What follows belongs to an exercise in optimizing a design on an open flow for small area; a production flow would make more cautious choices.
RTL that was checked went through simulation tests only; none was proved equivalent to the original.

==> inputs of 09-17 <==
==> flow/design.v <==
package apm_pkg;
  localparam int unsigned DataBits   = 32;
  localparam int unsigned RpmBits    = 30;
  localparam int unsigned CfgIdxBits = 2;
  localparam logic [CfgIdxBits-1:0] CfgDebounce    = 2'd0;
  localparam logic [CfgIdxBits-1:0] CfgStopTimeout = 2'd1;
  localparam logic [CfgIdxBits-1:0] CfgSpeedScale  = 2'd2;
  localparam logic OpPulse = 1'b0;
  localparam logic OpPoll  = 1'b1;
  localparam logic [DataBits-1:0] DebounceReset = 32'd40000;
  localparam logic [DataBits-1:0] StopReset     = 32'd3000000;
  localparam logic [DataBits-1:0] ScaleReset    = 32'd558584000;
  localparam logic [DataBits-1:0] RpmQ4Num = 32'd960000000;
  localparam int unsigned     MphNumBits = 18;
  localparam int unsigned     MphDenBits = 17;
  localparam logic [MphNumBits-1:0] MphNum = 18'd223694;
  localparam logic [MphDenBits-1:0] MphDen = 17'd100000;
  localparam int unsigned     ProdBits     = DataBits + MphNumBits;
  localparam int unsigned     MphDigitBits = 4;
  localparam int unsigned     MphSteps     = (ProdBits + MphDigitBits - 1) / MphDigitBits;
  localparam int unsigned     MphQuotBits  = MphSteps * MphDigitBits;
  localparam int unsigned DivSteps = DataBits;
  localparam int unsigned CntBits  = $clog2(DivSteps);
  localparam int unsigned QueueDepth     = 2;
  localparam int unsigned QueuePtrBits   = $clog2(QueueDepth);
  localparam int unsigned QueueCountBits = $clog2(QueueDepth + 1);
  typedef struct packed {
    logic                operation;
    logic [DataBits-1:0] now_us;
  } in_word_t;
  typedef struct packed {
    logic                pulse_accepted;
    logic [DataBits-1:0] revolutions;
    logic [DataBits-1:0] period_us;
    logic [RpmBits-1:0]  rpm_q4;
    logic [DataBits-1:0] speed_mm_per_s;
    logic [DataBits-1:0] speed_milli_mph;
  } out_word_t;
  typedef struct packed {
    logic                pulse_accepted;
    logic [DataBits-1:0] revolutions;
    logic [DataBits-1:0] period_us;
  } job_t;
endpackage
module anemometer_period_speed_meter_top (
  input  logic                           clk_i,
  input  logic                           rst_ni,
  input  logic                           in_valid_i,
  output logic                           in_ready_o,
  input  apm_pkg::in_word_t              in_word_i,
  output logic                           out_valid_o,
  input  logic                           out_ready_i,
  output apm_pkg::out_word_t             out_word_o,
  input  logic                           cfg_we_i,
  input  logic [apm_pkg::CfgIdxBits-1:0] cfg_index_i,
  input  logic [apm_pkg::DataBits-1:0]   cfg_data_i
);
  localparam logic [2:0] PIdle = 3'd0;
  localparam logic [2:0] PElap = 3'd1;
  localparam logic [2:0] PAcc  = 3'd2;
  localparam logic [2:0] PRpm  = 3'd3;
  localparam logic [2:0] PMms  = 3'd4;
  localparam logic [2:0] PMul  = 3'd5;
  localparam logic [2:0] PMph  = 3'd6;
  localparam logic [2:0] POut  = 3'd7;
  localparam logic [31:0] RpmNum = 32'd960000000;
  localparam logic [31:0] MulK   = 32'd111847;
  localparam logic [16:0] MulD   = 17'd50000;
  logic [31:0] deb_q, stop_q, scale_q;
  logic [31:0] last_q, period_q, count_q;
  logic        pulse_q;
  logic [2:0]  ph_q;
  logic [4:0]  it_q;      
  logic [1:0]  sl_q;      
  logic        c_q;       
  logic        m_q;       
  logic        sg_q;      
  logic [61:0] u_q;       
  logic [31:0] r_q;       
  logic [16:0] x_q;       
  logic        sat_q;
  always_ff @(posedge clk_i or negedge rst_ni) begin
    if (!rst_ni) begin
      deb_q   <= apm_pkg::DebounceReset;
      stop_q  <= apm_pkg::StopReset;
      scale_q <= apm_pkg::ScaleReset;
    end else if (cfg_we_i) begin
      case (cfg_index_i)
        apm_pkg::CfgDebounce:    deb_q   <= cfg_data_i;
        apm_pkg::CfgStopTimeout: stop_q  <= cfg_data_i;
        apm_pkg::CfgSpeedScale:  scale_q <= cfg_data_i;
        default: ;
      endcase
    end
  end
  logic elap, acc, div, mul, mph, busy, first, k0, k3, it0;
  assign elap  = ph_q == PElap;
  assign acc   = ph_q == PAcc;
  assign div   = (ph_q == PRpm) | (ph_q == PMms);
  assign mul   = ph_q == PMul;
  assign mph   = ph_q == PMph;
  assign busy  = elap | div | mul | mph;
  assign k0    = sl_q == 2'd0;
  assign k3    = sl_q == 2'd3;
  assign it0   = it_q == 5'd0;
  assign inc   = (ph_q == PRpm) & (it_q == 5'd31);
  assign first = ((ph_q == PRpm) & (it_q == 5'd30)) | (ph_q == PMms | mul) & (it_q == 5'd31);
  logic        accept, last_nz, counted, timeout;
  assign in_ready_o = acc;
  assign accept     = acc & in_valid_i;
  assign last_nz    = |last_q;
  logic [31:0] cmpb; logic [32:0] cc; logic cres;
  assign cmpb = in_word_i.operation ? stop_q : deb_q;
  always_comb begin
    cc[0] = ~in_word_i.operation;
    for (int i = 0; i < 32; i++) cc[i+1] = (r_q[i] & ~cmpb[i]) | (cc[i] & (r_q[i] | ~cmpb[i]));
  end
  assign cres = cc[32];
  assign counted    = (in_word_i.operation == apm_pkg::OpPulse) && cres;
  assign timeout    = (in_word_i.operation == apm_pkg::OpPoll) && last_nz && cres;
  always_ff @(posedge clk_i or negedge rst_ni) begin
    if (!rst_ni) begin
      last_q   <= '0;
      period_q <= '0;
    end else if (accept) begin
      if (counted) begin
        last_q  <= in_word_i.now_us;
        if (last_nz) period_q <= r_q;
      end else if (timeout) begin
        period_q <= '0;
      end
    end
  end
  always_ff @(posedge clk_i) begin
    if (accept) pulse_q <= counted;
  end
  logic       inc;
  logic [7:0] sum;
  always_ff @(posedge clk_i or negedge rst_ni) begin
    if (!rst_ni) begin
      count_q <= '0;
    end else if (inc & pulse_q) begin
      case (sl_q)
        2'd0: count_q[7:0]   <= sum;
        2'd1: count_q[15:8]  <= sum;
        2'd2: count_q[23:16] <= sum;
        default: count_q[31:24] <= sum;
      endcase
    end
  end
  logic [7:0]  now_k, last_k, per_k, cnt_k, mulk_k, a, d, b;
  logic        per_zero, dbit, in0, sub, inv, cin, co, sgn, q;
  logic [16:0] t2, xadd;
  logic        xbit, ge2, sat_now, q2;
  always_comb begin
    case (sl_q)
      2'd0: begin now_k = in_word_i.now_us[7:0];   last_k = last_q[7:0];   per_k = period_q[7:0];   cnt_k = count_q[7:0];   end
      2'd1: begin now_k = in_word_i.now_us[15:8];  last_k = last_q[15:8];  per_k = period_q[15:8];  cnt_k = count_q[15:8];  end
      2'd2: begin now_k = in_word_i.now_us[23:16]; last_k = last_q[23:16]; per_k = period_q[23:16]; cnt_k = count_q[23:16]; end
      default: begin now_k = in_word_i.now_us[31:24]; last_k = last_q[31:24]; per_k = period_q[31:24]; cnt_k = count_q[31:24]; end
    endcase
  end
  assign mulk_k = MulK[{sl_q, 3'd0} +: 8];
  assign per_zero = ~|period_q;
  assign dbit     = (ph_q == PRpm) ? RpmNum[it_q] : scale_q[it_q];
  assign xbit    = mul ? (~first & r_q[7]) : r_q[31];
  assign t2      = {x_q[15:0], xbit};
  assign ge2     = t2 >= MulD;
  assign sat_now = x_q >= MulD;
  assign q2      = ge2 | sat_q | sat_now;
  assign xadd    = mul ? {16'd0, co} : (ge2 ? (17'd0 - MulD) : 17'd0);
  assign in0 = div ? dbit : (mph & q2);
  assign sub = div & (first | ~sg_q);
  assign inv = elap | (sub & ~inc);
  always_comb begin
    if (elap)       a = now_k;
    else if (inc)   a = cnt_k;
    else if (first) a = {7'd0, k0 & in0};
    else            a = {r_q[6:0], k0 ? in0 : m_q};
  end
  always_comb begin
    if (elap)                d = last_k;
    else if (div & ~inc)     d = per_k;
    else if (mul & u_q[31])  d = mulk_k;
    else                     d = '0;
  end
  assign b   = d ^ {8{inv}};
  assign cin = k0 ? (inv | inc) : c_q;
  assign {co, sum} = {1'b0, a} + {1'b0, b} + {8'd0, cin};
  assign sgn = (first ? 1'b0 : r_q[7]) ^ sub ^ co;
  assign q   = ~sgn & ~per_zero;
  always_ff @(posedge clk_i) begin
    if (busy) begin
      r_q <= {sum, r_q[31:8]};
      c_q <= co;
      m_q <= r_q[7];
    end
    if (div & k3) sg_q <= sgn;
  end
  always_ff @(posedge clk_i) begin
    if (div & k3)             u_q        <= {u_q[60:0], q};
    else if (mul & k3)        u_q[31:0]  <= {u_q[30:0], u_q[31]};
  end
  always_ff @(posedge clk_i) begin
    if ((mul & k3) | (mph & k0)) x_q <= t2 + xadd;
    else if (!(mul | mph))       x_q <= '0;
    sat_q <= mph & (sat_q | sat_now);
  end
  always_ff @(posedge clk_i or negedge rst_ni) begin
    if (!rst_ni) begin
      ph_q <= PIdle;
    end else begin
      case (ph_q)
        PIdle:   if (in_valid_i) ph_q <= PElap;
        PElap:   if (k3) ph_q <= PAcc;
        PAcc:    ph_q <= in_valid_i ? PRpm : PIdle;
        PRpm:    if (k3 & it0) ph_q <= PMms;
        PMms:    if (k3 & it0) ph_q <= PMul;
        PMul:    if (k3 & it0) ph_q <= PMph;
        PMph:    if (k3 & it0) ph_q <= POut;
        default: if (out_ready_i) ph_q <= PIdle;
      endcase
    end
  end
  always_ff @(posedge clk_i) begin
    sl_q <= busy ? sl_q + 1'b1 : 2'd0;
    if (!(div | mul | mph)) it_q <= 5'd31;
    else if (k3)            it_q <= it_q - 1'b1;
  end
  assign out_valid_o = ph_q == POut;
  assign out_word_o  = {pulse_q, count_q, period_q, u_q, r_q};
endmodule
==> flow/flow/run.sh <==
#!/bin/bash
# The standard layout (the standard.sh), with the port buffers made of the smallest
# buffer cell instead of the resizer's default pick. Everything else is the standard flow.
set -euo pipefail
bash standard.sh BUFFER_PORTS_ARGS="-buffer_cell sky130_fd_sc_hd__buf_1" finish > standard_flow.log 2>&1
==> flow/standard.sh <==
#!/bin/bash
# synth_recipe.tcl (not shown) runs the flow's synth.tcl, then flattens the netlist and writes it again
# the make line also repeats each setting of config.mk as NAME=value (left out here)
make -C /OpenROAD-flow-scripts/flow DESIGN_CONFIG=/design/flow/config.mk WORK_HOME=/design/flow/orfs CLKGATE_MAP_FILE= SYNTH_SCRIPT=/design/flow/synth_recipe.tcl "${@:-finish}"
==> flow/config.mk <==
export PLATFORM = sky130hd
export DESIGN_NAME = anemometer_period_speed_meter_top
export DESIGN_NICKNAME = anemometer_period_speed_meter_top
export VERILOG_FILES = /design/flow/design.v
export SDC_FILE = /design/flow/constraint.sdc
export NUM_CORES = 4
export LEC_CHECK = 0
export CAP_MARGIN = 20
export CORE_MARGIN = 2
export CORE_UTILIZATION = 40
export CTS_BUF_LIST = sky130_fd_sc_hd__clkbuf_4
export SLEW_MARGIN = 20
==> flow/constraint.sdc <==
create_clock -name core_clock -period 9.0 [get_ports {clk_i}]
set_input_delay 1.8000 -clock core_clock [delete_from_list [all_inputs] [get_ports {clk_i}]]
set_output_delay 1.8000 -clock core_clock [all_outputs]
set_load 0.01 [all_outputs]
==> 09-05: changes against 09-17 <==
--- a/flow/design.v
+++ b/flow/design.v
@@ -81,3 +81,3 @@
   logic        sat_q;
-  always_ff @(posedge clk_i or negedge rst_ni) begin
+  always_ff @(posedge clk_i) begin
     if (!rst_ni) begin
@@ -120,3 +120,3 @@
   assign timeout    = (in_word_i.operation == apm_pkg::OpPoll) && last_nz && cres;
-  always_ff @(posedge clk_i or negedge rst_ni) begin
+  always_ff @(posedge clk_i) begin
     if (!rst_ni) begin
@@ -138,3 +138,3 @@
   logic [7:0] sum;
-  always_ff @(posedge clk_i or negedge rst_ni) begin
+  always_ff @(posedge clk_i) begin
     if (!rst_ni) begin
--- a/flow/config.mk
+++ b/flow/config.mk
@@ -10,3 +10,5 @@
 export CORE_UTILIZATION = 40
-export CTS_BUF_LIST = sky130_fd_sc_hd__clkbuf_4
+export CTS_BUF_LIST = sky130_fd_sc_hd__clkbuf_16
+export CTS_CLUSTER_DIAMETER = 100
+export CTS_CLUSTER_SIZE = 25
 export SLEW_MARGIN = 20
==> impl_metrics.yaml <==
outcome:
  status: "complete, no violations"
setup_path:
  cell_seen_most_often_among_critical_path_stages: "sky130_fd_sc_hd__a21oi_1"
  cp.required_ns: 9.25
cells_and_area:
  area.sequential_um2: 7530
  multi_input_area_share: 0.389
  multi_input_comb_cells: 1054
logic_synthesis:
  mappedNetlistArea_um2: 14300
  ys_top_cells_by_area: "sky130_fd_sc_hd__dfxtp_1, sky130_fd_sc_hd__edfxtp_1, sky130_fd_sc_hd__nand2_1"
floorplanning:
  dieArea_um2: 37200
power_and_ir_drop:
  power_sequential_mw: 2.11
routing:
  met3_length_um: 3260
timing:
  achievable-frequency_mhz: 140
grt:
  met2_capacity_usage_during_global_routing: 0.349
place:
  final_hpwl_from_detailed_placement_um: 30200
[end of results for 09-05]
==> impl_metrics.yaml <==
place:
  final_hpwl_from_detailed_placement_um: 30000
  io_buffers: 232
cells_and_area:
  multi_input_comb_cells: 746
  multi_input_area_share: 0.345
  area.sequential_um2: 8520
timing:
  achievable-frequency_mhz: 135
outcome:
  status: "complete, no violations"
logic_synthesis:
  mappedNetlistArea_um2: 14900
  ys_top_cells_by_area: "sky130_fd_sc_hd__dfrtp_1, sky130_fd_sc_hd__edfxtp_1, sky130_fd_sc_hd__mux2_2"
grt:
  met2_capacity_usage_during_global_routing: 0.330
floorplanning:
  num_tap_cells: 468
  dieArea_um2: 38800
  die_y_um: 197
  num_rows: 70
setup_path:
  crit_fanout: 23
  cp.required_ns: 9.47
power_and_ir_drop:
  power_sequential_mw: 2.62
routing:
  finalWirelength_um: 42700
[end of results for 09-17]
Only the layout flow was run in 09-17; the RTL was not checked for function there.

==> separate check: timing with driven ports <==
The flow's constraints put no driver on any port. The routed layouts listed below were extracted and timed again, unchanged, in two steps. Step 1, drivers: a clkbuf_16 drives clk_i and a buf_2 each remaining input, both assumed. Step 2, shift: input delay + t, output delay - t, t = (earliest + latest rising clock arrival at the registers) / 2. This alone moves slack from input paths to output paths. Three values: ideal ports, drivers, drivers and shift; two values: the first two.
| run | shift t [ns] | slack for setup (ns) | worst hold slack (ns) | pins driven straight from the clock port |
|---|---|---|---|---|
| 09-17 | 0.809 | 1.570 / 1.570 / 1.570 | 0.442 / 0.442 / 0.442 | 1 |
| 09-05 | 0.561 | 1.839 / 1.839 / 1.734 | 0.452 / 0.452 / 0.452 | 1 |
After both steps setup and hold are still met in every run listed. The setup slack of 09-05, which loses most, moves by 0.000 ns with the drivers and by -0.105 ns with both steps.
